Context: an optimization exercise on an open-source flow, tuned for small area. The choices shown serve that exercise and are no tape-out recipe. In this exercise RTL edits were held to simulation tests only and were not proved equivalent to the original. Power is estimated from default activity; no workload was simulated.

nickel:
==> flow/design.v <==
module avmm_fir_coef_bank #(
  parameter int N_TAPS    = 16,
  parameter int COEF_W    = 16,
  parameter int DATA_W    = 32,
  parameter int ADDR_W    = 10,
  parameter int BURST_W   = 4,
  parameter int MAX_BURST = 8,
  parameter int N_PIO     = 8
) (
  input  logic                     clk_clk,
  input  logic                     reset_reset,
  input  logic [ADDR_W-1:0]        s0_address,
  input  logic                     s0_read,
  input  logic                     s0_write,
  input  logic [DATA_W-1:0]        s0_writedata,
  input  logic [DATA_W/8-1:0]      s0_byteenable,
  input  logic [BURST_W-1:0]       s0_burstcount,
  output logic [DATA_W-1:0]        s0_readdata,
  output logic                     s0_readdatavalid,
  output logic                     s0_waitrequest,
  output logic [N_PIO-1:0]         pio_export,
  output logic [N_TAPS*COEF_W-1:0] coef_active,
  output logic                     coef_busy,
  output logic                     coef_update
);
  logic [15:0] shadow_q [16];
  logic [15:0] active_q [16];
  logic [7:0]  pio_q;
  logic        burst_err_q, commit_pend_q;
  logic [4:0]  st_q;
  logic        busy_q;
  logic [2:0]  rem_q;
  logic [10:0] addr_q;
  logic        rd1_valid_q;
  logic [15:0] readdata_q;
  logic        readdatavalid_q;
  logic        rem_nz, rd_busy, wr_open, waitreq, rd_acc, wr_first, wr_beat, we;
  logic        bc_bad, wr_open_nxt, commit_hit, status_clr, start_copy;
  logic [2:0]  bc_rem;
  logic [10:0] addr_inc, waddr;
  logic        w_sh, w_ctrl, w_status, w_pio, w_set, w_clr;
  logic [15:0] rd_data;
  logic        sh_we;
  logic [15:0] sh_wd;
  always_comb begin
    busy_q   = st_q[4];
    rem_nz   = (rem_q != 3'd0);
    rd_busy  = rem_nz & rd1_valid_q;
    wr_open  = rem_nz & !rd1_valid_q;
    waitreq  = busy_q | rd_busy | (wr_open & s0_read & !s0_write);
    rd_acc   = s0_read & !s0_write & !busy_q & !rem_nz;
    wr_first = s0_write & !busy_q & !rem_nz;
    wr_beat  = s0_write & wr_open;
    we       = s0_write & !busy_q & !rd_busy;
    bc_bad   = (s0_burstcount == 4'd0) || (s0_burstcount > 4'd8);
    bc_rem   = bc_bad ? 3'd0 : 3'(s0_burstcount - 4'd1);
    addr_inc = addr_q + 11'd1;
    waddr    = wr_first ? {1'b0, s0_address} : addr_inc;
    if (wr_first)     wr_open_nxt = (bc_rem != 3'd0);
    else if (wr_beat) wr_open_nxt = (rem_q != 3'd1);
    else              wr_open_nxt = wr_open;
    w_ctrl   = (waddr == 11'd0);
    w_status = (waddr == 11'd1);
    w_pio    = (waddr == 11'd2);
    w_set    = (waddr == 11'd3);
    w_clr    = (waddr == 11'd4);
    w_sh     = (waddr[10:4] == 7'b0010000);
    commit_hit = we & w_ctrl & s0_byteenable[0] & s0_writedata[0];
    status_clr = we & w_status & s0_byteenable[0] & s0_writedata[1];
    start_copy = (commit_hit | commit_pend_q) & !wr_open_nxt & !busy_q;
    sh_we      = we & w_sh;
    sh_wd      = reset_reset ? 16'd0 : s0_writedata[15:0];
  end
  always_comb begin
    rd_data = 16'd0;
    if (addr_q == 11'd1) rd_data = {14'd0, burst_err_q, busy_q};
    else if (addr_q == 11'd2) rd_data = {8'd0, pio_q};
    else if (addr_q[10:4] == 7'b0010000) rd_data = shadow_q[addr_q[3:0]];
    else if (addr_q[10:4] == 7'b0100000) rd_data = active_q[addr_q[3:0]];
  end
  always_ff @(posedge clk_clk or posedge reset_reset) begin
    if (reset_reset) begin
      pio_q           <= '0;
      burst_err_q     <= 1'b0;
      commit_pend_q   <= 1'b0;
      st_q            <= '0;
      rem_q           <= '0;
      rd1_valid_q     <= 1'b0;
      readdata_q      <= '0;
      readdatavalid_q <= 1'b0;
    end else begin
      rd1_valid_q <= rd_acc | rd_busy;
      if (rd_acc | wr_first) rem_q <= bc_rem;
      else if (rd_busy | wr_beat) rem_q <= rem_q - 3'd1;
      readdatavalid_q <= rd1_valid_q;
      if (rd1_valid_q) readdata_q <= rd_data;
      if (we) begin
        if (w_pio)      pio_q <= s0_byteenable[0] ? s0_writedata[7:0] : pio_q;
        else if (w_set) pio_q <= pio_q | (s0_writedata[7:0] & {8{s0_byteenable[0]}});
        else if (w_clr) pio_q <= pio_q & ~(s0_writedata[7:0] & {8{s0_byteenable[0]}});
      end
      if (status_clr) burst_err_q <= 1'b0;
      if ((rd_acc | wr_first) & bc_bad) burst_err_q <= 1'b1;
      commit_pend_q <= (commit_hit | commit_pend_q) & !start_copy;
      if (busy_q) st_q <= (st_q[3:0] == 4'd15) ? 5'b00001 : {1'b1, st_q[3:0] + 4'd1};
      else        st_q <= {start_copy, 4'd0};
    end
  end
  always_ff @(posedge clk_clk) begin
    if (rd_acc | wr_first)      addr_q <= {1'b0, s0_address};
    else if (rd_busy | wr_beat) addr_q <= addr_inc;
  end
  for (genvar i = 0; i < 16; i++) begin : g_tap
    always_ff @(posedge clk_clk) begin
      if (reset_reset | (sh_we & (waddr[3:0] == i) & s0_byteenable[0])) shadow_q[i][7:0]  <= sh_wd[7:0];
      if (reset_reset | (sh_we & (waddr[3:0] == i) & s0_byteenable[1])) shadow_q[i][15:8] <= sh_wd[15:8];
    end
    always_ff @(posedge clk_clk or posedge reset_reset) begin
      if (reset_reset) active_q[i] <= '0;
      else if (busy_q & (st_q[3:0] == i)) active_q[i] <= shadow_q[i];
    end
    assign coef_active[i*16 +: 16] = active_q[i];
  end
  assign s0_readdata      = {{16{readdata_q[15]}}, readdata_q};
  assign s0_readdatavalid = readdatavalid_q;
  assign s0_waitrequest   = waitreq;
  assign pio_export       = pio_q;
  assign coef_busy        = busy_q;
  assign coef_update      = !st_q[4] & st_q[0];
endmodule
export LEC_CHECK = 0
export ABC_AREA = 1
export CAP_MARGIN = 20
export CORE_MARGIN = 2
export CORE_UTILIZATION = 55
export SLEW_MARGIN = 20
create_clock -name core_clock -period 10.0 [get_ports {clk_clk}]
standard.sh (not shown) runs the stock make flow with config.mk's settings and CLKGATE_MAP_FILE= SYNTH_SCRIPT=/design/flow/synth_recipe.tcl, a recipe that flattens the netlist after the stock synthesis.
==> flow/flow/run.sh <==
#!/bin/bash
set -euo pipefail
bash standard.sh \
  "BUFFER_PORTS_ARGS=-buffer_cell sky130_fd_sc_hd__buf_1" \
  "CTS_ARGS=-sink_clustering_enable -repair_clock_nets -dont_use_dummy_load -buf_list sky130_fd_sc_hd__clkbuf_8 -sink_clustering_size 15 -sink_clustering_max_diameter 50" \
  finish > flow_standard.log 2>&1
For fjord, these inputs were changed with respect to nickel:
==> flow/design.v <==
module avmm_fir_coef_bank #(
  parameter int N_TAPS    = 16,
  parameter int COEF_W    = 16,
  parameter int DATA_W    = 32,
  parameter int ADDR_W    = 10,
  parameter int BURST_W   = 4,
  parameter int MAX_BURST = 8,
  parameter int N_PIO     = 8
) (
  input  logic                     clk_clk,
  input  logic                     reset_reset,
  input  logic [ADDR_W-1:0]        s0_address,
  input  logic                     s0_read,
  input  logic                     s0_write,
  input  logic [DATA_W-1:0]        s0_writedata,
  input  logic [DATA_W/8-1:0]      s0_byteenable,
  input  logic [BURST_W-1:0]       s0_burstcount,
  output logic [DATA_W-1:0]        s0_readdata,
  output logic                     s0_readdatavalid,
  output logic                     s0_waitrequest,
  output logic [N_PIO-1:0]         pio_export,
  output logic [N_TAPS*COEF_W-1:0] coef_active,
  output logic                     coef_busy,
  output logic                     coef_update
);
  logic [15:0] shadow_q [16];
  logic [15:0] active_q [16];
  logic [7:0]  pio_q;
  logic        burst_err_q, commit_pend_q;
  logic        busy_q, done_q;
  logic [3:0]  copy_idx_q;
  logic [3:0]  rem_q;
  logic [10:0] addr_q;
  logic        rd1_valid_q;
  logic [15:0] readdata_q;
  logic        readdatavalid_q;
  logic        rem_nz, rd_busy, wr_open, waitreq, rd_acc, wr_first, wr_beat, we;
  logic        bc_bad, wr_open_nxt, commit_hit, status_clr, start_copy;
  logic [3:0]  bc_rem;
  logic [10:0] addr_inc, waddr;
  logic        w_sh, w_ctrl, w_status, w_pio, w_set, w_clr;
  logic [15:0] rd_data;
  logic        sh_we;
  logic [15:0] sh_wd;
  always_comb begin
    rem_nz   = (rem_q != 4'd0);
    rd_busy  = rem_nz & rd1_valid_q;
    wr_open  = rem_nz & !rd1_valid_q;
    waitreq  = busy_q | rd_busy | (wr_open & s0_read & !s0_write);
    rd_acc   = s0_read & !s0_write & !busy_q & !rem_nz;
    wr_first = s0_write & !busy_q & !rem_nz;
    wr_beat  = s0_write & wr_open;
    we       = s0_write & !busy_q & !rd_busy;
    bc_bad   = (s0_burstcount == 4'd0) || (s0_burstcount > 4'd8);
    bc_rem   = bc_bad ? 4'd0 : s0_burstcount - 4'd1;
    addr_inc = addr_q + 11'd1;
    waddr    = wr_first ? {1'b0, s0_address} : addr_inc;
    if (wr_first)     wr_open_nxt = (bc_rem != 4'd0);
    else if (wr_beat) wr_open_nxt = (rem_q != 4'd1);
    else              wr_open_nxt = wr_open;
    w_ctrl   = (waddr == 11'd0);
    w_status = (waddr == 11'd1);
    w_pio    = (waddr == 11'd2);
    w_set    = (waddr == 11'd3);
    w_clr    = (waddr == 11'd4);
    w_sh     = (waddr[10:4] == 7'b0010000);
    commit_hit = we & w_ctrl & s0_byteenable[0] & s0_writedata[0];
    status_clr = we & w_status & s0_byteenable[0] & s0_writedata[1];
    start_copy = (commit_hit | commit_pend_q) & !wr_open_nxt & !busy_q;
    sh_we      = we & w_sh;
    sh_wd      = reset_reset ? 16'd0 : s0_writedata[15:0];
  end
  always_comb begin
    rd_data = 16'd0;
    if (addr_q == 11'd1) rd_data = {14'd0, burst_err_q, busy_q};
    else if (addr_q == 11'd2) rd_data = {8'd0, pio_q};
    else if (addr_q[10:4] == 7'b0010000) rd_data = shadow_q[addr_q[3:0]];
    else if (addr_q[10:4] == 7'b0100000) rd_data = active_q[addr_q[3:0]];
  end
  always_ff @(posedge clk_clk or posedge reset_reset) begin
    if (reset_reset) begin
      pio_q           <= '0;
      burst_err_q     <= 1'b0;
      commit_pend_q   <= 1'b0;
      busy_q          <= 1'b0;
      done_q          <= 1'b0;
      copy_idx_q      <= '0;
      rem_q           <= '0;
      rd1_valid_q     <= 1'b0;
      readdata_q      <= '0;
      readdatavalid_q <= 1'b0;
    end else begin
      rd1_valid_q <= rd_acc | rd_busy;
      if (rd_acc | wr_first) rem_q <= bc_rem;
      else if (rd_busy | wr_beat) rem_q <= rem_q - 4'd1;
      readdatavalid_q <= rd1_valid_q;
      if (rd1_valid_q) readdata_q <= rd_data;
      if (we) begin
        if (w_pio)      pio_q <= s0_byteenable[0] ? s0_writedata[7:0] : pio_q;
        else if (w_set) pio_q <= pio_q | (s0_writedata[7:0] & {8{s0_byteenable[0]}});
        else if (w_clr) pio_q <= pio_q & ~(s0_writedata[7:0] & {8{s0_byteenable[0]}});
      end
      if (status_clr) burst_err_q <= 1'b0;
      if ((rd_acc | wr_first) & bc_bad) burst_err_q <= 1'b1;
      commit_pend_q <= (commit_hit | commit_pend_q) & !start_copy;
      if (busy_q) begin
        copy_idx_q <= copy_idx_q + 4'd1;
        if (copy_idx_q == 4'd15) begin
          busy_q <= 1'b0;
          done_q <= 1'b1;
        end
      end else begin
        done_q <= 1'b0;
        if (start_copy) busy_q <= 1'b1;
      end
    end
  end
  always_ff @(posedge clk_clk) begin
    if (rd_acc | wr_first)      addr_q <= {1'b0, s0_address};
    else if (rd_busy | wr_beat) addr_q <= addr_inc;
  end
  for (genvar i = 0; i < 16; i++) begin : g_tap
    always_ff @(posedge clk_clk) begin
      if (reset_reset | (sh_we & (waddr[3:0] == i) & s0_byteenable[0])) shadow_q[i][7:0]  <= sh_wd[7:0];
      if (reset_reset | (sh_we & (waddr[3:0] == i) & s0_byteenable[1])) shadow_q[i][15:8] <= sh_wd[15:8];
    end
    always_ff @(posedge clk_clk or posedge reset_reset) begin
      if (reset_reset) active_q[i] <= '0;
      else if (busy_q & (copy_idx_q == i)) active_q[i] <= shadow_q[i];
    end
    assign coef_active[i*16 +: 16] = active_q[i];
  end
  assign s0_readdata      = {{16{readdata_q[15]}}, readdata_q};
  assign s0_readdatavalid = readdatavalid_q;
  assign s0_waitrequest   = waitreq;
  assign pio_export       = pio_q;
  assign coef_busy        = busy_q;
  assign coef_update      = done_q;
endmodule
[summary]
nickel reports its most congested layer reported by global routing as met1 while fjord reports met2.
Summary of fjord over nickel: total area of sequential cells went up by about 0.33%; worst setup slack went up by 0.23 ns; setup slack on the worst flop-to-flop path was more or less identical; complex-gate fraction of the synthesized area went up by 0.44 points; footprint of the multi-input gates went down by 2.1%.
Of the two candidates, nickel has the worse switching component of the power and fjord the better one.
Cmp fjord vs nickel: clock network fraction of design power higher in fjord

-- afterwards: timing with drivers on the ports --
In the flow no input, the clock included, has a driving cell. The finished layouts below were timed again as built, in two steps. Step 1 (the two cells are an assumption about what drives the block):
set clk [get_ports {clk_clk}]
set_driving_cell -lib_cell sky130_fd_sc_hd__clkbuf_16 $clk
set_driving_cell -lib_cell sky130_fd_sc_hd__buf_2 [delete_from_list [all_inputs] $clk]
Step 2 moves the port delays by t, midway between the first and last clock arrival at a register: inputs arrive t later, outputs are due t later. That takes back most of the time a late clock gives input paths. Three values: no drivers, after step 1, after step 2; two values: the first two.
run | t, ns | slack for setup (ns) | worst setup path after step 2 | worst register clock-pin slew, ns
nickel | 0.725 | 5.209 / 5.187 / 4.575 | input to register | 0.10 / 0.10
fjord | 0.717 | 5.440 / 5.384 / 4.920 | input to register | 0.10 / 0.10
After both steps every run listed still meets setup and hold. For nickel, which loses most, drivers alone change the setup slack by -0.022 ns; drivers and shift together by -0.634 ns.
